Context: an optimization exercise on an open-source flow, tuned for small area, a short achievable clock period and few clock cycles per item. The choices shown serve that exercise and are no tape-out recipe.
Only simulation tests tie the RTL to the original design; equivalence was not proved.

==> flow/design.v, too long to show whole: its modules and the start of the top module <==
// module lp2c_add: 34 lines
// module lidar_polar_to_cartesian_unit: 1406 lines
module lidar_polar_to_cartesian_unit (
    input  logic        clk,
    input  logic        rst_n,
    input  logic        cfg_we,
    input  logic [1:0]  cfg_addr,
    input  logic [31:0] cfg_wdata,
    input  logic        s_axis_tvalid,
    output logic        s_axis_tready,
    input  logic [23:0] s_axis_tdata,
    input  logic        s_axis_tuser,
    input  logic        s_axis_tlast,
    output logic        m_axis_tvalid,
    input  logic        m_axis_tready,
    output logic [55:0] m_axis_tdata,
    output logic        m_axis_tuser,
    output logic        m_axis_tlast
);
  // ...
==> flow/flow/run.sh <==
#!/bin/bash
# Own layout flow: the standard layout (standard.sh, unchanged synthesis and
# steps), with repair_timing asked to leave SETUP_SLACK_MARGIN ns of setup slack
# at the design's clock period, so that paths are sized for the period the
# design can reach rather than for the 10 ns constraint. The SDC, the clock
# period and every other setting stay the standard flow's.
set -euo pipefail
export SETUP_SLACK_MARGIN="${LP2C_SETUP_MARGIN:-6.2}"
bash standard.sh finish > standard_flow.log 2>&1
==> flow/standard.sh <==
#!/bin/bash
# synth_recipe.tcl (not shown) runs the flow's synth.tcl, then flattens the netlist and writes it again
# the make line also repeats each setting of config.mk as NAME=value (left out here)
make -C /OpenROAD-flow-scripts/flow DESIGN_CONFIG=/design/flow/config.mk WORK_HOME=/design/flow/orfs CLKGATE_MAP_FILE= SYNTH_SCRIPT=/design/flow/synth_recipe.tcl "${@:-finish}"
==> flow/config.mk <==
export PLATFORM = sky130hd
export DESIGN_NAME = lidar_polar_to_cartesian_unit
export DESIGN_NICKNAME = lidar_polar_to_cartesian_unit
export VERILOG_FILES = /design/flow/design.v
export SDC_FILE = /design/flow/constraint.sdc
export NUM_CORES = 4
export LEC_CHECK = 0
export CAP_MARGIN = 20
export CORE_MARGIN = 2
export CORE_UTILIZATION = 55
export CTS_CLUSTER_DIAMETER = 80
export CTS_CLUSTER_SIZE = 30
export PLACE_DENSITY = 0.7
export SLEW_MARGIN = 20
==> flow/constraint.sdc <==
create_clock -name core_clock -period 10.0 [get_ports {clk}]
set_input_delay 2.0000 -clock core_clock [delete_from_list [all_inputs] [get_ports {clk}]]
set_output_delay 2.0000 -clock core_clock [all_outputs]
set_load 0.01 [all_outputs]
==> out/metrics.yaml, run 1 <==
fin_nets: 17800
utilization_pct: 63.6
grt_max_degree: 173
nFlopsAndLatches: 2495
final_cells: 19700
layout.area.seq_sq_um: 74100
status: "no timing/DRC/antenna violations"
die_y_um: 559
muxShareOfSynthArea_pct: 2.40
vias_per_cell: 5.62
required_ns: 10.61
tightest_slew_ns: 1.11
taps: 4100
syn_area_sq_um: 169000
whs_endpoint: "z_4[1]"
design_area_sq_um: 195000
synth_top_family_by_area: "adder cells"
multi_input_area_sq_um: 95400
first_pass_iters: 5
antenna_cells: 1
drv_slew: 0
gp_congestion: 0.883
grt.met1_usage_pct: 31.5
finalWorstSetupSlack_ns: 5.07
top_regs: "k_pt: 52 flops, m_pt: 52 flops, pa2: 52 flops"
crit_family: "compound AO/OA/AOI/OAI gates"
dp_hpwl_um: 272000
hold_buffers: 0
clk_pin_slew_ns: 0.11
dpl_cell_area_sq_um: 176000
clock_buffers: 164
met2_wirelength_um: 195000
Testbench counts, summed over its fixed seeds: cycles 8,376, items 8,192.
==> module lp2c_add, before the edit <==
module lp2c_add #(
    parameter int N = 8
) (
    input  logic [N-1:0] a,
    input  logic [N-1:0] b,
    input  logic         cin,
    output logic [N-1:0] s
);
    localparam int LV = (N <= 2) ? 1 : (N <= 4) ? 2 : (N <= 8) ? 3 : (N <= 16) ? 4 :
                        (N <= 32) ? 5 : (N <= 64) ? 6 : 7;
    logic [N-1:0] p;
    logic [LV:0][N-1:0] g, t;
    assign p    = a ^ b;
    assign g[0] = (a & b) | {{(N-1){1'b0}}, p[0] & cin};
    assign t[0] = {p[N-1:1], 1'b0};
    for (genvar l = 0; l < LV; l++)
    begin : g_lvl
        for (genvar i = 0; i < N; i++)
        begin : g_bit
            if ((i >> l) & 1)
            begin : g_op
                localparam int J = ((i >> l) << l) - 1;
                assign g[l+1][i] = g[l][i] | (t[l][i] & g[l][J]);
                assign t[l+1][i] = t[l][i] & t[l][J];
            end
            else
            begin : g_pass
                assign g[l+1][i] = g[l][i];
                assign t[l+1][i] = t[l][i];
            end
        end
    end
    assign s = p ^ {g[LV][N-2:0], cin};
endmodule
==> run 2: changes to the inputs <==
--- a/flow/design.v
+++ b/flow/design.v
@@ -1,42 +1,81 @@
 `timescale 1ns / 1ps
 module lp2c_add #(
-    parameter int N = 8
+    parameter int N = 8,
+    parameter int K = 1
 ) (
     input  logic [N-1:0] a,
     input  logic [N-1:0] b,
     input  logic         cin,
     output logic [N-1:0] s
 );
-    localparam int LV = (N <= 2) ? 1 : (N <= 4) ? 2 : (N <= 8) ? 3 : (N <= 16) ? 4 :
-                        (N <= 32) ? 5 : (N <= 64) ? 6 : 7;
-    logic [N-1:0] p;
-    logic [LV:0][N-1:0] g, t;
-    assign p    = a ^ b;
-    assign g[0] = (a & b) | {{(N-1){1'b0}}, p[0] & cin};
-    assign t[0] = {p[N-1:1], 1'b0};
+    localparam int NG = (N + K - 1) / K;
+    localparam int LV = (NG <= 2) ? 1 : (NG <= 4) ? 2 : (NG <= 8) ? 3 : (NG <= 16) ? 4 :
+                        (NG <= 32) ? 5 : (NG <= 64) ? 6 : 7;
+    logic [N-1:0] p, g, gi, ti, c;
+    logic [LV:0][NG-1:0] gg, tg;
+    assign p = a ^ b;
+    assign g = (a & b) | {{(N-1){1'b0}}, p[0] & cin};
+    for (genvar i = 0; i < N; i++)
+    begin : g_in
+        if (i % K == 0)
+        begin : g_first
+            assign gi[i] = g[i];
+            assign ti[i] = (i == 0) ? 1'b0 : p[i];
+        end
+        else
+        begin : g_next
+            assign gi[i] = g[i] | (p[i] & gi[i-1]);
+            assign ti[i] = p[i] & ti[i-1];
+        end
+    end
+    for (genvar j = 0; j < NG; j++)
+    begin : g_grp
+        localparam int L = (j * K + K - 1 < N) ? j * K + K - 1 : N - 1;
+        assign gg[0][j] = gi[L];
+        assign tg[0][j] = ti[L];
+    end
     for (genvar l = 0; l < LV; l++)
     begin : g_lvl
-        for (genvar i = 0; i < N; i++)
+        for (genvar j = 0; j < NG; j++)
         begin : g_bit
-            if ((i >> l) & 1)
+            if ((j >> l) & 1)
             begin : g_op
-                localparam int J = ((i >> l) << l) - 1;
-                assign g[l+1][i] = g[l][i] | (t[l][i] & g[l][J]);
-                assign t[l+1][i] = t[l][i] & t[l][J];
+                localparam int J = ((j >> l) << l) - 1;
+                assign gg[l+1][j] = gg[l][j] | (tg[l][j] & gg[l][J]);
+                assign tg[l+1][j] = tg[l][j] & tg[l][J];
             end
             else
             begin : g_pass
-                assign g[l+1][i] = g[l][i];
-                assign t[l+1][i] = t[l][i];
+                assign gg[l+1][j] = gg[l][j];
+                assign tg[l+1][j] = tg[l][j];
             end
         end
     end
-    assign s = p ^ {g[LV][N-2:0], cin};
+    for (genvar i = 0; i < N; i++)
+    begin : g_c
+        if (i == 0)
+        begin : g_c0
+            assign c[i] = cin;
+        end
+        else if (i % K == 0)
+        begin : g_cg
+            assign c[i] = gg[LV][i/K - 1];
+        end
+        else if (i < K)
+        begin : g_cf
+            assign c[i] = gi[i-1];
+        end
+        else
+        begin : g_ci
+            assign c[i] = gi[i-1] | (ti[i-1] & gg[LV][i/K - 1]);
+        end
+    end
+    assign s = p ^ c;
 endmodule
 `timescale 1ns / 1ps
 module lidar_polar_to_cartesian_unit (
     input  logic        clk,
     input  logic        rst_n,
     input  logic        cfg_we,
     input  logic [1:0]  cfg_addr,
     input  logic [31:0] cfg_wdata,
@@ -91,25 +130,25 @@
             at_start   <= 1'b1;
         end
         else if (acc)
         begin
             beam_angle <= next_angle;
             at_start   <= s_axis_tlast;
         end
     end
-    logic [22:1] vld;
-    logic [22:1] lst;
-    logic [22:2] pok;
+    logic [23:1] vld;
+    logic [23:1] lst;
+    logic [23:2] pok;
     always_ff @(posedge clk or negedge rst_n)
     begin
         if (!rst_n)
             vld <= '0;
         else if (adv)
-            vld <= {vld[21:1], s_axis_tvalid};
+            vld <= {vld[22:1], s_axis_tvalid};
     end
     logic [23:0] r1;
     logic        f1;
     logic [31:0] a1;
     always_ff @(posedge clk)
     begin
         if (adv)
         begin
@@ -878,541 +917,548 @@
             mag3   <= prod_n[55:16];
             sx3    <= sx2;
             sy3    <= sy2;
             z_1_3  <= z_1;
             pok[3] <= pok[2];
             lst[3] <= lst[2];
         end
     end
+    logic signed [40:0] x_1, y_1;
+    logic signed [29:0] z_1_4;
+    logic sb_1;    
+    logic [40:0] x1_n, y1_n;
+    lp2c_add #(.N(41)) u_negx (.a({1'b0, mag3} ^ {41{sx3}}), .b(41'd0), .cin(sx3), .s(x1_n));
+    lp2c_add #(.N(41)) u_negy (.a({1'b0, mag3} ^ {41{sy3}}), .b(41'd0), .cin(sy3), .s(y1_n));
+    always_ff @(posedge clk)
+    begin
+        if (adv)
+        begin
+            x_1    <= x1_n;
+            y_1    <= y1_n;
+            z_1_4  <= z_1_3;
+            sb_1   <= !z_1_3[29];
+            pok[4] <= pok[3];
+            lst[4] <= lst[3];
+        end
+    end
     logic signed [40:0] x_2, y_2;
     logic n_1;
     logic signed [40:0] dx_1, dy_1;
     logic [40:0] xs_1, ys_1;
-    assign n_1 = z_1_3[29];
-    logic [40:0] hx, hy, ux, uy, cx, cy;
-    logic        bx, by;
-    assign hx = {1'b0, mag3} ^ {41{sx3}};               
-    assign hy = {1'b0, mag3} ^ {41{sy3}};               
-    assign ux = {2'b0, mag3[39:1]} ^ {41{sy3 ^ !n_1}};    
-    assign bx = (sy3 & !mag3[0]) ^ !n_1;
-    assign uy = {2'b0, mag3[39:1]} ^ {41{sx3 ^ n_1}};     
-    assign by = (sx3 & !mag3[0]) ^ n_1;
-    logic [40:0] sx_cs, sy_cs;
-    assign sx_cs = hx ^ ux ^ {40'd0, bx};
-    assign cx    = {(hx[39:0] & ux[39:0]) | (hx[39:0] & {39'd0, bx}) | (ux[39:0] & {39'd0, bx}), 1'b0};
-    assign sy_cs = hy ^ uy ^ {40'd0, by};
-    assign cy    = {(hy[39:0] & uy[39:0]) | (hy[39:0] & {39'd0, by}) | (uy[39:0] & {39'd0, by}), 1'b0};
-    lp2c_add #(.N(41)) u_x1 (.a(sx_cs), .b(cx), .cin(sx3), .s(xs_1));
-    lp2c_add #(.N(41)) u_y1 (.a(sy_cs), .b(cy), .cin(sy3), .s(ys_1));
+    assign n_1 = z_1_4[29];
+    assign dx_1 = y_1 >>> 1;
+    assign dy_1 = x_1 >>> 1;
+    lp2c_add #(.N(41), .K(1)) u_x1 (.a(x_1), .b(dx_1 ^ {41{sb_1}}), .cin(sb_1), .s(xs_1));
+    lp2c_add #(.N(41), .K(1)) u_y1 (.a(y_1), .b(dy_1 ^ {41{n_1}}), .cin(n_1), .s(ys_1));
     logic signed [29:0] z_2;
     logic signed [29:0] zs_1, zp_1, zm_1;
     logic sb_2;
-    lp2c_add #(.N(30)) u_zp1 (.a(z_1_3), .b(~30'd316933406), .cin(1'b1), .s(zp_1));
-    lp2c_add #(.N(30)) u_zm1 (.a(z_1_3), .b(30'd316933406), .cin(1'b0), .s(zm_1));
+    lp2c_add #(.N(30)) u_zp1 (.a(z_1_4), .b(~30'd316933406), .cin(1'b1), .s(zp_1));
+    lp2c_add #(.N(30)) u_zm1 (.a(z_1_4), .b(30'd316933406), .cin(1'b0), .s(zm_1));
     assign zs_1 = n_1 ? zm_1 : zp_1;
     always_ff @(posedge clk)
     begin
         if (adv)
         begin
             x_2 <= xs_1;
             y_2 <= ys_1;
             z_2 <= zs_1[29:0];
             sb_2 <= !zs_1[29];
-            pok[4] <= pok[3];
-            lst[4] <= lst[3];
+            pok[5] <= pok[4];
+            lst[5] <= lst[4];
         end
     end
     logic signed [40:0] x_3, y_3;
     logic n_2;
     logic signed [40:0] dx_2, dy_2;
     logic [40:0] xs_2, ys_2;
     assign n_2 = z_2[29];
     assign dx_2 = y_2 >>> 2;
     assign dy_2 = x_2 >>> 2;
-    lp2c_add #(.N(41)) u_x2 (.a(x_2), .b(dx_2 ^ {41{sb_2}}), .cin(sb_2), .s(xs_2));
-    lp2c_add #(.N(41)) u_y2 (.a(y_2), .b(dy_2 ^ {41{n_2}}), .cin(n_2), .s(ys_2));
+    lp2c_add #(.N(41), .K(1)) u_x2 (.a(x_2), .b(dx_2 ^ {41{sb_2}}), .cin(sb_2), .s(xs_2));
+    lp2c_add #(.N(41), .K(1)) u_y2 (.a(y_2), .b(dy_2 ^ {41{n_2}}), .cin(n_2), .s(ys_2));
     logic signed [28:0] z_3;
     logic signed [29:0] zs_2, zp_2, zm_2;
     logic sb_3;
     lp2c_add #(.N(30)) u_zp2 (.a(z_2), .b(~30'd167458907), .cin(1'b1), .s(zp_2));
     lp2c_add #(.N(30)) u_zm2 (.a(z_2), .b(30'd167458907), .cin(1'b0), .s(zm_2));
     assign zs_2 = n_2 ? zm_2 : zp_2;
     always_ff @(posedge clk)
     begin
         if (adv)
         begin
             x_3 <= xs_2;
             y_3 <= ys_2;
             z_3 <= zs_2[28:0];
             sb_3 <= !zs_2[28];
-            pok[5] <= pok[4];
-            lst[5] <= lst[4];
+            pok[6] <= pok[5];
+            lst[6] <= lst[5];
         end
     end
     logic signed [40:0] x_4, y_4;
     logic n_3;
     logic signed [40:0] dx_3, dy_3;
     logic [40:0] xs_3, ys_3;
     assign n_3 = z_3[28];
     assign dx_3 = y_3 >>> 3;
     assign dy_3 = x_3 >>> 3;
-    lp2c_add #(.N(41)) u_x3 (.a(x_3), .b(dx_3 ^ {41{sb_3}}), .cin(sb_3), .s(xs_3));
-    lp2c_add #(.N(41)) u_y3 (.a(y_3), .b(dy_3 ^ {41{n_3}}), .cin(n_3), .s(ys_3));
+    lp2c_add #(.N(41), .K(1)) u_x3 (.a(x_3), .b(dx_3 ^ {41{sb_3}}), .cin(sb_3), .s(xs_3));
+    lp2c_add #(.N(41), .K(1)) u_y3 (.a(y_3), .b(dy_3 ^ {41{n_3}}), .cin(n_3), .s(ys_3));
     logic signed [27:0] z_4;
     logic signed [28:0] zs_3, zp_3, zm_3;
     logic sb_4;
     lp2c_add #(.N(29)) u_zp3 (.a(z_3), .b(~29'd85004756), .cin(1'b1), .s(zp_3));
     lp2c_add #(.N(29)) u_zm3 (.a(z_3), .b(29'd85004756), .cin(1'b0), .s(zm_3));
     assign zs_3 = n_3 ? zm_3 : zp_3;
     always_ff @(posedge clk)
     begin
         if (adv)
         begin
             x_4 <= xs_3;
             y_4 <= ys_3;
             z_4 <= zs_3[27:0];
             sb_4 <= !zs_3[27];
-            pok[6] <= pok[5];
-            lst[6] <= lst[5];
+            pok[7] <= pok[6];
+            lst[7] <= lst[6];
         end
     end
     logic signed [40:0] x_5, y_5;
     logic n_4;
     logic signed [40:0] dx_4, dy_4;
     logic [40:0] xs_4, ys_4;
     assign n_4 = z_4[27];
     assign dx_4 = y_4 >>> 4;
     assign dy_4 = x_4 >>> 4;
-    lp2c_add #(.N(41)) u_x4 (.a(x_4), .b(dx_4 ^ {41{sb_4}}), .cin(sb_4), .s(xs_4));
-    lp2c_add #(.N(41)) u_y4 (.a(y_4), .b(dy_4 ^ {41{n_4}}), .cin(n_4), .s(ys_4));
+    lp2c_add #(.N(41), .K(1)) u_x4 (.a(x_4), .b(dx_4 ^ {41{sb_4}}), .cin(sb_4), .s(xs_4));
+    lp2c_add #(.N(41), .K(1)) u_y4 (.a(y_4), .b(dy_4 ^ {41{n_4}}), .cin(n_4), .s(ys_4));
     logic signed [26:0] z_5;
     logic signed [27:0] zs_4, zp_4, zm_4;
     logic sb_5;
     lp2c_add #(.N(28)) u_zp4 (.a(z_4), .b(~28'd42667331), .cin(1'b1), .s(zp_4));
     lp2c_add #(.N(28)) u_zm4 (.a(z_4), .b(28'd42667331), .cin(1'b0), .s(zm_4));
     assign zs_4 = n_4 ? zm_4 : zp_4;
     always_ff @(posedge clk)
     begin
         if (adv)
         begin
             x_5 <= xs_4;
             y_5 <= ys_4;
             z_5 <= zs_4[26:0];
             sb_5 <= !zs_4[26];
-            pok[7] <= pok[6];
-            lst[7] <= lst[6];
+            pok[8] <= pok[7];
+            lst[8] <= lst[7];
         end
     end
     logic signed [40:0] x_6, y_6;
     logic n_5;
     logic signed [40:0] dx_5, dy_5;
     logic [40:0] xs_5, ys_5;
     assign n_5 = z_5[26];
     assign dx_5 = y_5 >>> 5;
     assign dy_5 = x_5 >>> 5;
-    lp2c_add #(.N(41)) u_x5 (.a(x_5), .b(dx_5 ^ {41{sb_5}}), .cin(sb_5), .s(xs_5));
-    lp2c_add #(.N(41)) u_y5 (.a(y_5), .b(dy_5 ^ {41{n_5}}), .cin(n_5), .s(ys_5));
+    lp2c_add #(.N(41), .K(1)) u_x5 (.a(x_5), .b(dx_5 ^ {41{sb_5}}), .cin(sb_5), .s(xs_5));
+    lp2c_add #(.N(41), .K(1)) u_y5 (.a(y_5), .b(dy_5 ^ {41{n_5}}), .cin(n_5), .s(ys_5));
     logic signed [25:0] z_6;
     logic signed [26:0] zs_5, zp_5, zm_5;
     logic sb_6;
     lp2c_add #(.N(27)) u_zp5 (.a(z_5), .b(~27'd21354465), .cin(1'b1), .s(zp_5));
     lp2c_add #(.N(27)) u_zm5 (.a(z_5), .b(27'd21354465), .cin(1'b0), .s(zm_5));
     assign zs_5 = n_5 ? zm_5 : zp_5;
     always_ff @(posedge clk)
     begin
         if (adv)
         begin
             x_6 <= xs_5;
             y_6 <= ys_5;
             z_6 <= zs_5[25:0];
             sb_6 <= !zs_5[25];
-            pok[8] <= pok[7];
-            lst[8] <= lst[7];
+            pok[9] <= pok[8];
+            lst[9] <= lst[8];
         end
     end
     logic signed [40:0] x_7, y_7;
     logic n_6;
     logic signed [40:0] dx_6, dy_6;
     logic [40:0] xs_6, ys_6;
     assign n_6 = z_6[25];
     assign dx_6 = y_6 >>> 6;
     assign dy_6 = x_6 >>> 6;
-    lp2c_add #(.N(41)) u_x6 (.a(x_6), .b(dx_6 ^ {41{sb_6}}), .cin(sb_6), .s(xs_6));
-    lp2c_add #(.N(41)) u_y6 (.a(y_6), .b(dy_6 ^ {41{n_6}}), .cin(n_6), .s(ys_6));
+    lp2c_add #(.N(41), .K(1)) u_x6 (.a(x_6), .b(dx_6 ^ {41{sb_6}}), .cin(sb_6), .s(xs_6));
+    lp2c_add #(.N(41), .K(1)) u_y6 (.a(y_6), .b(dy_6 ^ {41{n_6}}), .cin(n_6), .s(ys_6));
     logic signed [24:0] z_7;
     logic signed [25:0] zs_6, zp_6, zm_6;
     logic sb_7;
     lp2c_add #(.N(26)) u_zp6 (.a(z_6), .b(~26'd10679838), .cin(1'b1), .s(zp_6));
     lp2c_add #(.N(26)) u_zm6 (.a(z_6), .b(26'd10679838), .cin(1'b0), .s(zm_6));
     assign zs_6 = n_6 ? zm_6 : zp_6;
     always_ff @(posedge clk)
     begin
         if (adv)
         begin
             x_7 <= xs_6;
             y_7 <= ys_6;
             z_7 <= zs_6[24:0];
             sb_7 <= !zs_6[24];
-            pok[9] <= pok[8];
-            lst[9] <= lst[8];
+            pok[10] <= pok[9];
+            lst[10] <= lst[9];
         end
     end
     logic signed [40:0] x_8, y_8;
     logic n_7;
     logic signed [40:0] dx_7, dy_7;
     logic [40:0] xs_7, ys_7;
     assign n_7 = z_7[24];
     assign dx_7 = y_7 >>> 7;
     assign dy_7 = x_7 >>> 7;
-    lp2c_add #(.N(41)) u_x7 (.a(x_7), .b(dx_7 ^ {41{sb_7}}), .cin(sb_7), .s(xs_7));
-    lp2c_add #(.N(41)) u_y7 (.a(y_7), .b(dy_7 ^ {41{n_7}}), .cin(n_7), .s(ys_7));
+    lp2c_add #(.N(41), .K(1)) u_x7 (.a(x_7), .b(dx_7 ^ {41{sb_7}}), .cin(sb_7), .s(xs_7));
+    lp2c_add #(.N(41), .K(1)) u_y7 (.a(y_7), .b(dy_7 ^ {41{n_7}}), .cin(n_7), .s(ys_7));
     logic signed [23:0] z_8;
     logic signed [24:0] zs_7, zp_7, zm_7;
     logic sb_8;
     lp2c_add #(.N(25)) u_zp7 (.a(z_7), .b(~25'd5340245), .cin(1'b1), .s(zp_7));
     lp2c_add #(.N(25)) u_zm7 (.a(z_7), .b(25'd5340245), .cin(1'b0), .s(zm_7));
     assign zs_7 = n_7 ? zm_7 : zp_7;
     always_ff @(posedge clk)
     begin
         if (adv)
         begin
             x_8 <= xs_7;
             y_8 <= ys_7;
             z_8 <= zs_7[23:0];
             sb_8 <= !zs_7[23];
-            pok[10] <= pok[9];
-            lst[10] <= lst[9];
+            pok[11] <= pok[10];
+            lst[11] <= lst[10];
         end
     end
     logic signed [40:0] x_9, y_9;
     logic n_8;
     logic signed [40:0] dx_8, dy_8;
     logic [40:0] xs_8, ys_8;
     assign n_8 = z_8[23];
     assign dx_8 = y_8 >>> 8;
     assign dy_8 = x_8 >>> 8;
-    lp2c_add #(.N(41)) u_x8 (.a(x_8), .b(dx_8 ^ {41{sb_8}}), .cin(sb_8), .s(xs_8));
-    lp2c_add #(.N(41)) u_y8 (.a(y_8), .b(dy_8 ^ {41{n_8}}), .cin(n_8), .s(ys_8));
+    lp2c_add #(.N(41), .K(1)) u_x8 (.a(x_8), .b(dx_8 ^ {41{sb_8}}), .cin(sb_8), .s(xs_8));
+    lp2c_add #(.N(41), .K(1)) u_y8 (.a(y_8), .b(dy_8 ^ {41{n_8}}), .cin(n_8), .s(ys_8));
     logic signed [22:0] z_9;
     logic signed [23:0] zs_8, zp_8, zm_8;
     logic sb_9;
     lp2c_add #(.N(24)) u_zp8 (.a(z_8), .b(~24'd2670163), .cin(1'b1), .s(zp_8));
     lp2c_add #(.N(24)) u_zm8 (.a(z_8), .b(24'd2670163), .cin(1'b0), .s(zm_8));
     assign zs_8 = n_8 ? zm_8 : zp_8;
     always_ff @(posedge clk)
     begin
         if (adv)
         begin
             x_9 <= xs_8;
             y_9 <= ys_8;
             z_9 <= zs_8[22:0];
             sb_9 <= !zs_8[22];
-            pok[11] <= pok[10];
-            lst[11] <= lst[10];
+            pok[12] <= pok[11];
+            lst[12] <= lst[11];
         end
     end
     logic signed [40:0] x_10, y_10;
     logic n_9;
     logic signed [40:0] dx_9, dy_9;
     logic [40:0] xs_9, ys_9;
     assign n_9 = z_9[22];
     assign dx_9 = y_9 >>> 9;
     assign dy_9 = x_9 >>> 9;
-    lp2c_add #(.N(41)) u_x9 (.a(x_9), .b(dx_9 ^ {41{sb_9}}), .cin(sb_9), .s(xs_9));
-    lp2c_add #(.N(41)) u_y9 (.a(y_9), .b(dy_9 ^ {41{n_9}}), .cin(n_9), .s(ys_9));
+    lp2c_add #(.N(41), .K(1)) u_x9 (.a(x_9), .b(dx_9 ^ {41{sb_9}}), .cin(sb_9), .s(xs_9));
+    lp2c_add #(.N(41), .K(1)) u_y9 (.a(y_9), .b(dy_9 ^ {41{n_9}}), .cin(n_9), .s(ys_9));
     logic signed [21:0] z_10;
     logic signed [22:0] zs_9, zp_9, zm_9;
     logic sb_10;
     lp2c_add #(.N(23)) u_zp9 (.a(z_9), .b(~23'd1335087), .cin(1'b1), .s(zp_9));
     lp2c_add #(.N(23)) u_zm9 (.a(z_9), .b(23'd1335087), .cin(1'b0), .s(zm_9));
     assign zs_9 = n_9 ? zm_9 : zp_9;
     always_ff @(posedge clk)
     begin
         if (adv)
         begin
             x_10 <= xs_9;
             y_10 <= ys_9;
             z_10 <= zs_9[21:0];
             sb_10 <= !zs_9[21];
-            pok[12] <= pok[11];
-            lst[12] <= lst[11];
+            pok[13] <= pok[12];
+            lst[13] <= lst[12];
         end
     end
     logic signed [40:0] x_11, y_11;
     logic n_10;
     logic signed [40:0] dx_10, dy_10;
     logic [40:0] xs_10, ys_10;
     assign n_10 = z_10[21];
     assign dx_10 = y_10 >>> 10;
     assign dy_10 = x_10 >>> 10;
-    lp2c_add #(.N(41)) u_x10 (.a(x_10), .b(dx_10 ^ {41{sb_10}}), .cin(sb_10), .s(xs_10));
-    lp2c_add #(.N(41)) u_y10 (.a(y_10), .b(dy_10 ^ {41{n_10}}), .cin(n_10), .s(ys_10));
+    lp2c_add #(.N(41), .K(1)) u_x10 (.a(x_10), .b(dx_10 ^ {41{sb_10}}), .cin(sb_10), .s(xs_10));
+    lp2c_add #(.N(41), .K(1)) u_y10 (.a(y_10), .b(dy_10 ^ {41{n_10}}), .cin(n_10), .s(ys_10));
     logic signed [20:0] z_11;
     logic signed [21:0] zs_10, zp_10, zm_10;
     logic sb_11;
     lp2c_add #(.N(22)) u_zp10 (.a(z_10), .b(~22'd667544), .cin(1'b1), .s(zp_10));
     lp2c_add #(.N(22)) u_zm10 (.a(z_10), .b(22'd667544), .cin(1'b0), .s(zm_10));
     assign zs_10 = n_10 ? zm_10 : zp_10;
     always_ff @(posedge clk)
     begin
         if (adv)
         begin
             x_11 <= xs_10;
             y_11 <= ys_10;
             z_11 <= zs_10[20:0];
             sb_11 <= !zs_10[20];
-            pok[13] <= pok[12];
-            lst[13] <= lst[12];
+            pok[14] <= pok[13];
+            lst[14] <= lst[13];
         end
     end
     logic signed [40:0] x_12, y_12;
     logic n_11;
     logic signed [40:0] dx_11, dy_11;
     logic [40:0] xs_11, ys_11;
     assign n_11 = z_11[20];
     assign dx_11 = y_11 >>> 11;
     assign dy_11 = x_11 >>> 11;
-    lp2c_add #(.N(41)) u_x11 (.a(x_11), .b(dx_11 ^ {41{sb_11}}), .cin(sb_11), .s(xs_11));
-    lp2c_add #(.N(41)) u_y11 (.a(y_11), .b(dy_11 ^ {41{n_11}}), .cin(n_11), .s(ys_11));
+    lp2c_add #(.N(41), .K(1)) u_x11 (.a(x_11), .b(dx_11 ^ {41{sb_11}}), .cin(sb_11), .s(xs_11));
+    lp2c_add #(.N(41), .K(1)) u_y11 (.a(y_11), .b(dy_11 ^ {41{n_11}}), .cin(n_11), .s(ys_11));
     logic signed [19:0] z_12;
     logic signed [20:0] zs_11, zp_11, zm_11;
     logic sb_12;
     lp2c_add #(.N(21)) u_zp11 (.a(z_11), .b(~21'd333772), .cin(1'b1), .s(zp_11));
     lp2c_add #(.N(21)) u_zm11 (.a(z_11), .b(21'd333772), .cin(1'b0), .s(zm_11));
     assign zs_11 = n_11 ? zm_11 : zp_11;
     always_ff @(posedge clk)
     begin
         if (adv)
         begin
             x_12 <= xs_11;
             y_12 <= ys_11;
             z_12 <= zs_11[19:0];
             sb_12 <= !zs_11[19];
-            pok[14] <= pok[13];
-            lst[14] <= lst[13];
+            pok[15] <= pok[14];
+            lst[15] <= lst[14];
         end
     end
     logic signed [40:0] x_13, y_13;
     logic n_12;
     logic signed [40:0] dx_12, dy_12;
     logic [40:0] xs_12, ys_12;
     assign n_12 = z_12[19];
     assign dx_12 = y_12 >>> 12;
     assign dy_12 = x_12 >>> 12;
-    lp2c_add #(.N(41)) u_x12 (.a(x_12), .b(dx_12 ^ {41{sb_12}}), .cin(sb_12), .s(xs_12));
-    lp2c_add #(.N(41)) u_y12 (.a(y_12), .b(dy_12 ^ {41{n_12}}), .cin(n_12), .s(ys_12));
+    lp2c_add #(.N(41), .K(1)) u_x12 (.a(x_12), .b(dx_12 ^ {41{sb_12}}), .cin(sb_12), .s(xs_12));
+    lp2c_add #(.N(41), .K(1)) u_y12 (.a(y_12), .b(dy_12 ^ {41{n_12}}), .cin(n_12), .s(ys_12));
     logic signed [18:0] z_13;
     logic signed [19:0] zs_12, zp_12, zm_12;
     logic sb_13;
     lp2c_add #(.N(20)) u_zp12 (.a(z_12), .b(~20'd166886), .cin(1'b1), .s(zp_12));
     lp2c_add #(.N(20)) u_zm12 (.a(z_12), .b(20'd166886), .cin(1'b0), .s(zm_12));
     assign zs_12 = n_12 ? zm_12 : zp_12;
     always_ff @(posedge clk)
     begin
         if (adv)
         begin
             x_13 <= xs_12;
             y_13 <= ys_12;
             z_13 <= zs_12[18:0];
             sb_13 <= !zs_12[18];
-            pok[15] <= pok[14];
-            lst[15] <= lst[14];
+            pok[16] <= pok[15];
+            lst[16] <= lst[15];
         end
     end
     logic signed [40:0] x_14, y_14;
     logic n_13;
     logic signed [40:0] dx_13, dy_13;
     logic [40:0] xs_13, ys_13;
     assign n_13 = z_13[18];
     assign dx_13 = y_13 >>> 13;
     assign dy_13 = x_13 >>> 13;
-    lp2c_add #(.N(41)) u_x13 (.a(x_13), .b(dx_13 ^ {41{sb_13}}), .cin(sb_13), .s(xs_13));
-    lp2c_add #(.N(41)) u_y13 (.a(y_13), .b(dy_13 ^ {41{n_13}}), .cin(n_13), .s(ys_13));
+    lp2c_add #(.N(41), .K(1)) u_x13 (.a(x_13), .b(dx_13 ^ {41{sb_13}}), .cin(sb_13), .s(xs_13));
+    lp2c_add #(.N(41), .K(1)) u_y13 (.a(y_13), .b(dy_13 ^ {41{n_13}}), .cin(n_13), .s(ys_13));
     logic signed [17:0] z_14;
     logic signed [18:0] zs_13, zp_13, zm_13;
     logic sb_14;
     lp2c_add #(.N(19)) u_zp13 (.a(z_13), .b(~19'd83443), .cin(1'b1), .s(zp_13));
     lp2c_add #(.N(19)) u_zm13 (.a(z_13), .b(19'd83443), .cin(1'b0), .s(zm_13));
     assign zs_13 = n_13 ? zm_13 : zp_13;
     always_ff @(posedge clk)
     begin
         if (adv)
         begin
             x_14 <= xs_13;
             y_14 <= ys_13;
             z_14 <= zs_13[17:0];
             sb_14 <= !zs_13[17];
-            pok[16] <= pok[15];
-            lst[16] <= lst[15];
+            pok[17] <= pok[16];
+            lst[17] <= lst[16];
         end
     end
     logic signed [40:0] x_15, y_15;
     logic n_14;
     logic signed [40:0] dx_14, dy_14;
     logic [40:0] xs_14, ys_14;
     assign n_14 = z_14[17];
     assign dx_14 = y_14 >>> 14;
     assign dy_14 = x_14 >>> 14;
-    lp2c_add #(.N(41)) u_x14 (.a(x_14), .b(dx_14 ^ {41{sb_14}}), .cin(sb_14), .s(xs_14));
-    lp2c_add #(.N(41)) u_y14 (.a(y_14), .b(dy_14 ^ {41{n_14}}), .cin(n_14), .s(ys_14));
+    lp2c_add #(.N(41), .K(1)) u_x14 (.a(x_14), .b(dx_14 ^ {41{sb_14}}), .cin(sb_14), .s(xs_14));
+    lp2c_add #(.N(41), .K(1)) u_y14 (.a(y_14), .b(dy_14 ^ {41{n_14}}), .cin(n_14), .s(ys_14));
     logic signed [16:0] z_15;
     logic signed [17:0] zs_14, zp_14, zm_14;
     logic sb_15;
     lp2c_add #(.N(18)) u_zp14 (.a(z_14), .b(~18'd41722), .cin(1'b1), .s(zp_14));
     lp2c_add #(.N(18)) u_zm14 (.a(z_14), .b(18'd41722), .cin(1'b0), .s(zm_14));
     assign zs_14 = n_14 ? zm_14 : zp_14;
     always_ff @(posedge clk)
     begin
         if (adv)
         begin
             x_15 <= xs_14;
             y_15 <= ys_14;
             z_15 <= zs_14[16:0];
             sb_15 <= !zs_14[16];
-            pok[17] <= pok[16];
-            lst[17] <= lst[16];
+            pok[18] <= pok[17];
+            lst[18] <= lst[17];
         end
     end
     logic signed [40:0] x_16, y_16;
     logic n_15;
     logic signed [40:0] dx_15, dy_15;
     logic [40:0] xs_15, ys_15;
     assign n_15 = z_15[16];
     assign dx_15 = y_15 >>> 15;
     assign dy_15 = x_15 >>> 15;
-    lp2c_add #(.N(41)) u_x15 (.a(x_15), .b(dx_15 ^ {41{sb_15}}), .cin(sb_15), .s(xs_15));
-    lp2c_add #(.N(41)) u_y15 (.a(y_15), .b(dy_15 ^ {41{n_15}}), .cin(n_15), .s(ys_15));
+    lp2c_add #(.N(41), .K(1)) u_x15 (.a(x_15), .b(dx_15 ^ {41{sb_15}}), .cin(sb_15), .s(xs_15));
+    lp2c_add #(.N(41), .K(1)) u_y15 (.a(y_15), .b(dy_15 ^ {41{n_15}}), .cin(n_15), .s(ys_15));
     logic signed [15:0] z_16;
     logic signed [16:0] zs_15, zp_15, zm_15;
     logic sb_16;
     lp2c_add #(.N(17)) u_zp15 (.a(z_15), .b(~17'd20861), .cin(1'b1), .s(zp_15));
     lp2c_add #(.N(17)) u_zm15 (.a(z_15), .b(17'd20861), .cin(1'b0), .s(zm_15));
     assign zs_15 = n_15 ? zm_15 : zp_15;
     always_ff @(posedge clk)
     begin
         if (adv)
         begin
             x_16 <= xs_15;
             y_16 <= ys_15;
             z_16 <= zs_15[15:0];
             sb_16 <= !zs_15[15];
-            pok[18] <= pok[17];
-            lst[18] <= lst[17];
+            pok[19] <= pok[18];
+            lst[19] <= lst[18];
         end
     end
     logic signed [40:0] x_17, y_17;
     logic n_16;
     logic signed [40:0] dx_16, dy_16;
     logic [40:0] xs_16, ys_16;
     assign n_16 = z_16[15];
     assign dx_16 = y_16 >>> 16;
     assign dy_16 = x_16 >>> 16;
-    lp2c_add #(.N(41)) u_x16 (.a(x_16), .b(dx_16 ^ {41{sb_16}}), .cin(sb_16), .s(xs_16));
-    lp2c_add #(.N(41)) u_y16 (.a(y_16), .b(dy_16 ^ {41{n_16}}), .cin(n_16), .s(ys_16));
+    lp2c_add #(.N(41), .K(1)) u_x16 (.a(x_16), .b(dx_16 ^ {41{sb_16}}), .cin(sb_16), .s(xs_16));
+    lp2c_add #(.N(41), .K(1)) u_y16 (.a(y_16), .b(dy_16 ^ {41{n_16}}), .cin(n_16), .s(ys_16));
     logic signed [14:0] z_17;
     logic signed [15:0] zs_16, zp_16, zm_16;
     logic sb_17;
     lp2c_add #(.N(16)) u_zp16 (.a(z_16), .b(~16'd10430), .cin(1'b1), .s(zp_16));
     lp2c_add #(.N(16)) u_zm16 (.a(z_16), .b(16'd10430), .cin(1'b0), .s(zm_16));
     assign zs_16 = n_16 ? zm_16 : zp_16;
     always_ff @(posedge clk)
     begin
         if (adv)
         begin
             x_17 <= xs_16;
             y_17 <= ys_16;
             z_17 <= zs_16[14:0];
             sb_17 <= !zs_16[14];
-            pok[19] <= pok[18];
-            lst[19] <= lst[18];
+            pok[20] <= pok[19];
+            lst[20] <= lst[19];
         end
     end
     logic signed [40:0] x_18, y_18;
     logic n_17;
     logic signed [40:0] dx_17, dy_17;
     logic [40:0] xs_17, ys_17;
     assign n_17 = z_17[14];
     assign dx_17 = y_17 >>> 17;
     assign dy_17 = x_17 >>> 17;
-    lp2c_add #(.N(41)) u_x17 (.a(x_17), .b(dx_17 ^ {41{sb_17}}), .cin(sb_17), .s(xs_17));
-    lp2c_add #(.N(41)) u_y17 (.a(y_17), .b(dy_17 ^ {41{n_17}}), .cin(n_17), .s(ys_17));
+    lp2c_add #(.N(41), .K(1)) u_x17 (.a(x_17), .b(dx_17 ^ {41{sb_17}}), .cin(sb_17), .s(xs_17));
+    lp2c_add #(.N(41), .K(1)) u_y17 (.a(y_17), .b(dy_17 ^ {41{n_17}}), .cin(n_17), .s(ys_17));
     logic signed [13:0] z_18;
     logic signed [14:0] zs_17, zp_17, zm_17;
     logic sb_18;
     lp2c_add #(.N(15)) u_zp17 (.a(z_17), .b(~15'd5215), .cin(1'b1), .s(zp_17));
     lp2c_add #(.N(15)) u_zm17 (.a(z_17), .b(15'd5215), .cin(1'b0), .s(zm_17));
     assign zs_17 = n_17 ? zm_17 : zp_17;
     always_ff @(posedge clk)
     begin
         if (adv)
         begin
             x_18 <= xs_17;
             y_18 <= ys_17;
             z_18 <= zs_17[13:0];
             sb_18 <= !zs_17[13];
-            pok[20] <= pok[19];
-            lst[20] <= lst[19];
+            pok[21] <= pok[20];
+            lst[21] <= lst[20];
         end
     end
     logic signed [40:0] x_19, y_19;
     logic n_18;
     logic signed [40:0] dx_18, dy_18;
     logic [40:0] xs_18, ys_18;
     assign n_18 = z_18[13];
     assign dx_18 = y_18 >>> 18;
     assign dy_18 = x_18 >>> 18;
-    lp2c_add #(.N(41)) u_x18 (.a(x_18), .b(dx_18 ^ {41{sb_18}}), .cin(sb_18), .s(xs_18));
-    lp2c_add #(.N(41)) u_y18 (.a(y_18), .b(dy_18 ^ {41{n_18}}), .cin(n_18), .s(ys_18));
+    lp2c_add #(.N(41), .K(1)) u_x18 (.a(x_18), .b(dx_18 ^ {41{sb_18}}), .cin(sb_18), .s(xs_18));
+    lp2c_add #(.N(41), .K(1)) u_y18 (.a(y_18), .b(dy_18 ^ {41{n_18}}), .cin(n_18), .s(ys_18));
     logic signed [12:0] z_19;
     logic signed [13:0] zs_18, zp_18, zm_18;
     logic sb_19;
     lp2c_add #(.N(14)) u_zp18 (.a(z_18), .b(~14'd2608), .cin(1'b1), .s(zp_18));
     lp2c_add #(.N(14)) u_zm18 (.a(z_18), .b(14'd2608), .cin(1'b0), .s(zm_18));
     assign zs_18 = n_18 ? zm_18 : zp_18;
     always_ff @(posedge clk)
     begin
         if (adv)
         begin
             x_19 <= xs_18;
             y_19 <= ys_18;
             z_19 <= zs_18[12:0];
             sb_19 <= !zs_18[12];
-            pok[21] <= pok[20];
-            lst[21] <= lst[20];
+            pok[22] <= pok[21];
+            lst[22] <= lst[21];
         end
     end
     logic signed [40:0] x_20, y_20;
     logic n_19;
     logic signed [40:0] dx_19, dy_19;
     logic [40:0] xs_19, ys_19;
     assign n_19 = z_19[12];
     assign dx_19 = y_19 >>> 19;
     assign dy_19 = x_19 >>> 19;
-    lp2c_add #(.N(41)) u_x19 (.a(x_19), .b(dx_19 ^ {41{sb_19}}), .cin(sb_19), .s(xs_19));
-    lp2c_add #(.N(41)) u_y19 (.a(y_19), .b(dy_19 ^ {41{n_19}}), .cin(n_19), .s(ys_19));
+    lp2c_add #(.N(41), .K(1)) u_x19 (.a(x_19), .b(dx_19 ^ {41{sb_19}}), .cin(sb_19), .s(xs_19));
+    lp2c_add #(.N(41), .K(1)) u_y19 (.a(y_19), .b(dy_19 ^ {41{n_19}}), .cin(n_19), .s(ys_19));
     always_ff @(posedge clk)
     begin
         if (adv)
         begin
             x_20 <= xs_19;
             y_20 <= ys_19;
-            pok[22] <= pok[21];
-            lst[22] <= lst[21];
+            pok[23] <= pok[22];
+            lst[23] <= lst[22];
         end
     end
     logic [24:0] rx, ry;
     logic [51:0] pt;     
     lp2c_add #(.N(25)) u_rx (.a(x_20[40:16]), .b(25'd0), .cin(x_20[15]), .s(rx));
     lp2c_add #(.N(25)) u_ry (.a(y_20[40:16]), .b(25'd0), .cin(y_20[15]), .s(ry));
-    assign pt = {pok[22], lst[22], pok[22] ? ry : 25'd0, pok[22] ? rx : 25'd0};
+    assign pt = {pok[23], lst[23], pok[23] ? ry : 25'd0, pok[23] ? rx : 25'd0};
     logic        m_vld, k_vld;
     logic [51:0] m_pt, k_pt;
     logic        push, pop;
-    assign push = adv && vld[22];
+    assign push = adv && vld[23];
     assign pop  = m_vld && m_axis_tready;
     logic k_vld_n;
     assign k_vld_n = (pop || !m_vld) ? (k_vld && push) : (k_vld || push);
     always_ff @(posedge clk or negedge rst_n)
     begin
         if (!rst_n)
         begin
             m_vld <= 1'b0;
==> flow/flow/run.sh (replaced) <==
#!/bin/bash
# Own layout flow: the standard layout (standard.sh, unchanged synthesis and
# steps), with repair_timing asked to leave SETUP_SLACK_MARGIN ns of setup slack
# at the design's clock period, so that paths are sized for the period the
# design can reach rather than for the 10 ns constraint. The SDC, the clock
# period and every other setting stay the standard flow's.
set -euo pipefail
export SETUP_SLACK_MARGIN="${LP2C_SETUP_MARGIN:-6.5}"
bash standard.sh finish > standard_flow.log 2>&1
==> flow/config.mk (replaced) <==
export PLATFORM = sky130hd
export DESIGN_NAME = lidar_polar_to_cartesian_unit
export DESIGN_NICKNAME = lidar_polar_to_cartesian_unit
export VERILOG_FILES = /design/flow/design.v
export SDC_FILE = /design/flow/constraint.sdc
export NUM_CORES = 4
export LEC_CHECK = 0
export ABC_AREA = 1
export CAP_MARGIN = 20
export CORE_MARGIN = 2
export CORE_UTILIZATION = 55
export CTS_CLUSTER_DIAMETER = 80
export CTS_CLUSTER_SIZE = 30
export PLACE_DENSITY = 0.7
export SLEW_MARGIN = 20
==> run 2 against run 1 <==
Net effect:
- clock-buffer cell count grew 10
- non-clock buffer count is 521 lower
- highest routed layer is now met5
- register-to-register slack improved by 1.3 ns
- still clean on timing, DRC and antenna
- design area grew 5.7%
- area after synthesis up 12%
- routed wire length up 11%
- critical path depth shrank 10
- first-iteration DRC count is 4.8% higher
- setup slack improved by 1.3 ns
- largest cell class unchanged
==> out/metrics.yaml, run 2 <==
crit_type: "register to register"  # unchanged
max_freq_mhz: 277  # was 203 MHz
synthTopCellsByArea: "edfxtp_1 39%, ha_1 12%, nand2_1 11%"  # was edfxtp_1 41%, ha_1 14%, xor2_1 8.3%
yosysTopAreaCell: "edfxtp_1"  # unchanged
setup_tns_ns: 0  # unchanged
clk_path_buf_depth: 4  # unchanged
die_x_um: 591  # was 559 um
drtIter0Drc: 8085  # was 7713
drcViolationCount: 0  # unchanged
hold_buffers: 0  # unchanged
vias_per_cell: 5.23  # was 5.62
tritoncts: "yes"  # unchanged
end_kind: "register"  # unchanged
whs_ns: 0.416  # was 0.403 ns
dp_hpwl_um: 323000  # was 272000 um
startpoint: "r1[22]"  # was sx3
rows: 215  # was 203
synth_cell_type_count: 55  # was 100
synth_top_area_share_pct: 38.7  # was 41.2%
clk_pin_slew_ns: 0.08  # was 0.11 ns
setup_viol: 0  # unchanged
cts-buffers-inserted: 158  # was 150
grt_use_total_pct: 23.9  # was 23.6%
hold_violations: 0  # unchanged
period_needed_ns: 3.61  # was 4.93 ns
grt_overflow: 0  # unchanged
antenna_found_initial: 6  # was 2
ys_seq_elements: 2611  # was 2495
critPathLaunchType: "register"  # unchanged
final_cell_mix: "5275 x nand2_1, 2932 x inv_1, 2440 x edfxtp_1, 1848 x xor2_1, 1757 x ha_1"  # was 2325 x edfxtp_1, 1819 x ha_1, 1545 x xor2_1, 1117 x inv_1, 1066 x xnor2_1
reg2reg_to: "pa2[27]"  # was y_2[40]
yosysWarnings: 1  # unchanged
final_common_cell: "nand2_1"  # was edfxtp_1
die_y_um: 591  # was 559 um
cts_sinks: 2611  # was 2495
drv_slew: 0  # unchanged
area_delta_synth_final_pct: 8.66  # was 14.9%
fp.coreArea_sq_um: 343000  # was 306000 sq um
gp_congestion: 0.915  # was 0.883
syn_area_sq_um: 189000  # was 169000 sq um
grt_max_degree: 190  # was 173
whs_endpoint: "z_11[2]"  # was z_4[1]
maxCapViolations: 0  # unchanged
holdPathStages: 0  # unchanged
cts-root-buf: "clkbuf_16"  # unchanged
yosysMostFrequentCell: "nand2_1"  # was edfxtp_1
routed_wl_um: 430000  # was 389000 um
hold_class: "register to register"  # unchanged
arrival_ns: 4.24  # was 5.54 ns
routed-via-count: 136000  # was 111k
die_area_sq_um: 349000  # was 312000 sq um
drive_gt1_share_pct: 4.70  # was 14.3%
required_ns: 10.63  # was 10.61 ns
seq_area_frac_synth_pct: 41.0  # was 43.7%
drtAntennaViolNets: 0  # unchanged
worst_r2r_startpoint: "r1[22]"  # was sx3
first_pass_iters: 6  # was 5
fin_nets: 23700  # was 17.8k
clk_latency_ns: 0.90  # was 0.89 ns
r2r_slack_ns: 6.39  # was 5.07 ns
fin_crit_sh_pct: 36.1  # was 49.3%
synthCells: 21100  # was 14.6k
fin_skew_ns: 0.0517  # was 0.0731 ns
synth-edff-count: 2440  # was 2325
avgSynthCellArea_sq_um: 8.95  # was 11.6 sq um
reg2reg_depth: 10  # was 20
grt_pass1_wl_um: 674000  # was 591000 um
ys.flop_type: "edfxtp_1"  # unchanged
fillers: 29100  # was 23.4k
cp_max_fo: 8  # was 4
tightest_slew_ns: 1.06  # was 1.11 ns
start_util_pct: 55.2  # was 55.3%
place.port_buffers: 118  # unchanged
synthArstFlopShare_pct: 6.55  # was 6.81%
wire_per_inst_um: 16.5  # was 19.7 um
hp-start: "z_10[2]"  # was z_3[1]
status: "no timing/DRC/antenna violations"  # unchanged
top_regs: "k_pt: 52 flops, m_pt: 52 flops, pa2: 52 flops"  # unchanged
synthTopCellsByCount: "5360 x nand2_1, 2968 x inv_1, 2440 x edfxtp_1"  # was 2325 x edfxtp_1, 1861 x ha_1, 1607 x xor2_1
relSlewSlack_pct: 29.0  # was 26.0%
grt_pass1_vias: 131000  # was 108k
ctsHtreeMaxLevel: 4  # unchanged
top_level_ports: 125  # unchanged
utilization_pct: 60.0  # was 63.6%
rsz0062_at_grt: "true"  # unchanged
-- run 2: cell types whose count changed after synthesis, moves of 222 or more --
cell / previous run / this run
inv_1: 1134 / 2968
nand2_1: 446 / 5360
xor2_1: 1607 / 1849
xnor2_1: 1092 / 580
nand3_1: 188 / 1308
o21a_1: 291 / 15
a21o_1: 541 / 238
nor2b_1: 222 / 0
a21oi_1: 709 / 1358
-- run 2: per-layer routing --
metal / track usage (%) / routed length, um / up-vias
met2: 44.2 / 218000 / 2501
met5: 0 / 26 / -
met3: 2.15 / 15200 / 909
met4: 11.6 / 26500 / 4
li1: - / - / 69900
met1: 27.7 / 171000 / 63200
-- run 2: timing repair --
action,in CTS,in global routing
setup buffers,83,118
endpoints found under the setup margin,823,433
resized for setup,474,246
gates cloned,11,24
pin swaps,10,27
-- run 2: worst max-delay path by stage --
stage	to	slack [ns]	cells after the start
global route	pa2[32]	6.32	10
floorplan	a1[0]	3.33	3
global placement	y_2[33]	4.98	17
finish	pa2[27]	6.39	10
detailed placement	y_2[33]	5.04	17
CTS	m_axis_tdata[30]	6.35	1
-- run 2: critical path, cell delays in order, from the launching register on --
cell and delay [ns]:
edfxtp_1 0.45, inv_1 0.41, fa_1 0.52, inv_2 0.08
fa_1 0.41, inv_1 0.08, fa_1 0.42, inv_2 0.09
fa_1 0.41, inv_1 0.09, fa_2 0.42
-- run 2: logic make-up after synthesis --
| logic type | after synthesis | synth area share [%] |
|---|---|---|
| other | 1 | 0.00198 |
| DFF | 2611 | 41.0 |
| adders and majority gates | 2209 | 16.2 |
| buffers and inverters | 3310 | 6.65 |
| xor gates and xnor gates | 2437 | 11.3 |
| and+or+nand+nor | 8080 | 17.4 |
| AOI/OAI and AO/OA | 2438 | 7.13 |
| muxes | 48 | 0.264 |
-- run 2: stage by stage --
step / worst slack [ns] / instance area [sq um] / instances
3_3_place_gp: 4.98 / 196000 / 25600
5_1_grt: 6.32 / 206000 / 26100
4_1_cts: 6.35 / 203000 / 26000
6_report: 6.39 / 206000 / 26100
3_5_place_dp: 5.04 / 196000 / 25600
2_1_floorplan: 3.33 / 189000 / 21100
-- run 2: final cells by class --
class	count	area (sq um)	area share, %
antenna	2	5.00	0.00243
clock buffer	174	4170	2.03
clock inverter	110	1430	0.694
inverter	2984	11300	5.51
multi-input combinational	15200	101000	48.9
sequential	2611	77600	37.7
tap	4557	5700	2.77
timing repair buffer	451	4880	2.37
timing repair inverter	2	12.5	0.00608
Testbench counts of run 2, summed over its fixed seeds: cycles 8,384, items 8,192.

==> re-timing with driven ports <==
How much do the figures lean on ideal ports? The routed layouts below were timed once more, with nothing changed but the port constraints. Step 1 assumes that a clkbuf_16 drives the clock port and a buf_2 every other input. Step 2 also shifts input and output timing later by t, the mid clock arrival at the registers, as if the neighbouring blocks saw the same clock. Three values: ideal, step 1, step 2; two values: the first two.
run | t, ns | slack for setup (ns) | worst setup path after step 2 | worst register clock-pin slew, ns | worst data-port slew with drivers (ns)
run 1 | 0.961 | 5.072 / 5.072 / 5.072 | register to register | 0.12 / 0.12 | 0.09
run 2 | 0.984 | 6.395 / 6.332 / 6.299 | input to register | 0.11 / 0.11 | 0.05
After both steps setup and hold are still met in every run listed. The setup slack of run 2, which loses most, moves by -0.063 ns with the drivers and by -0.096 ns with both steps.
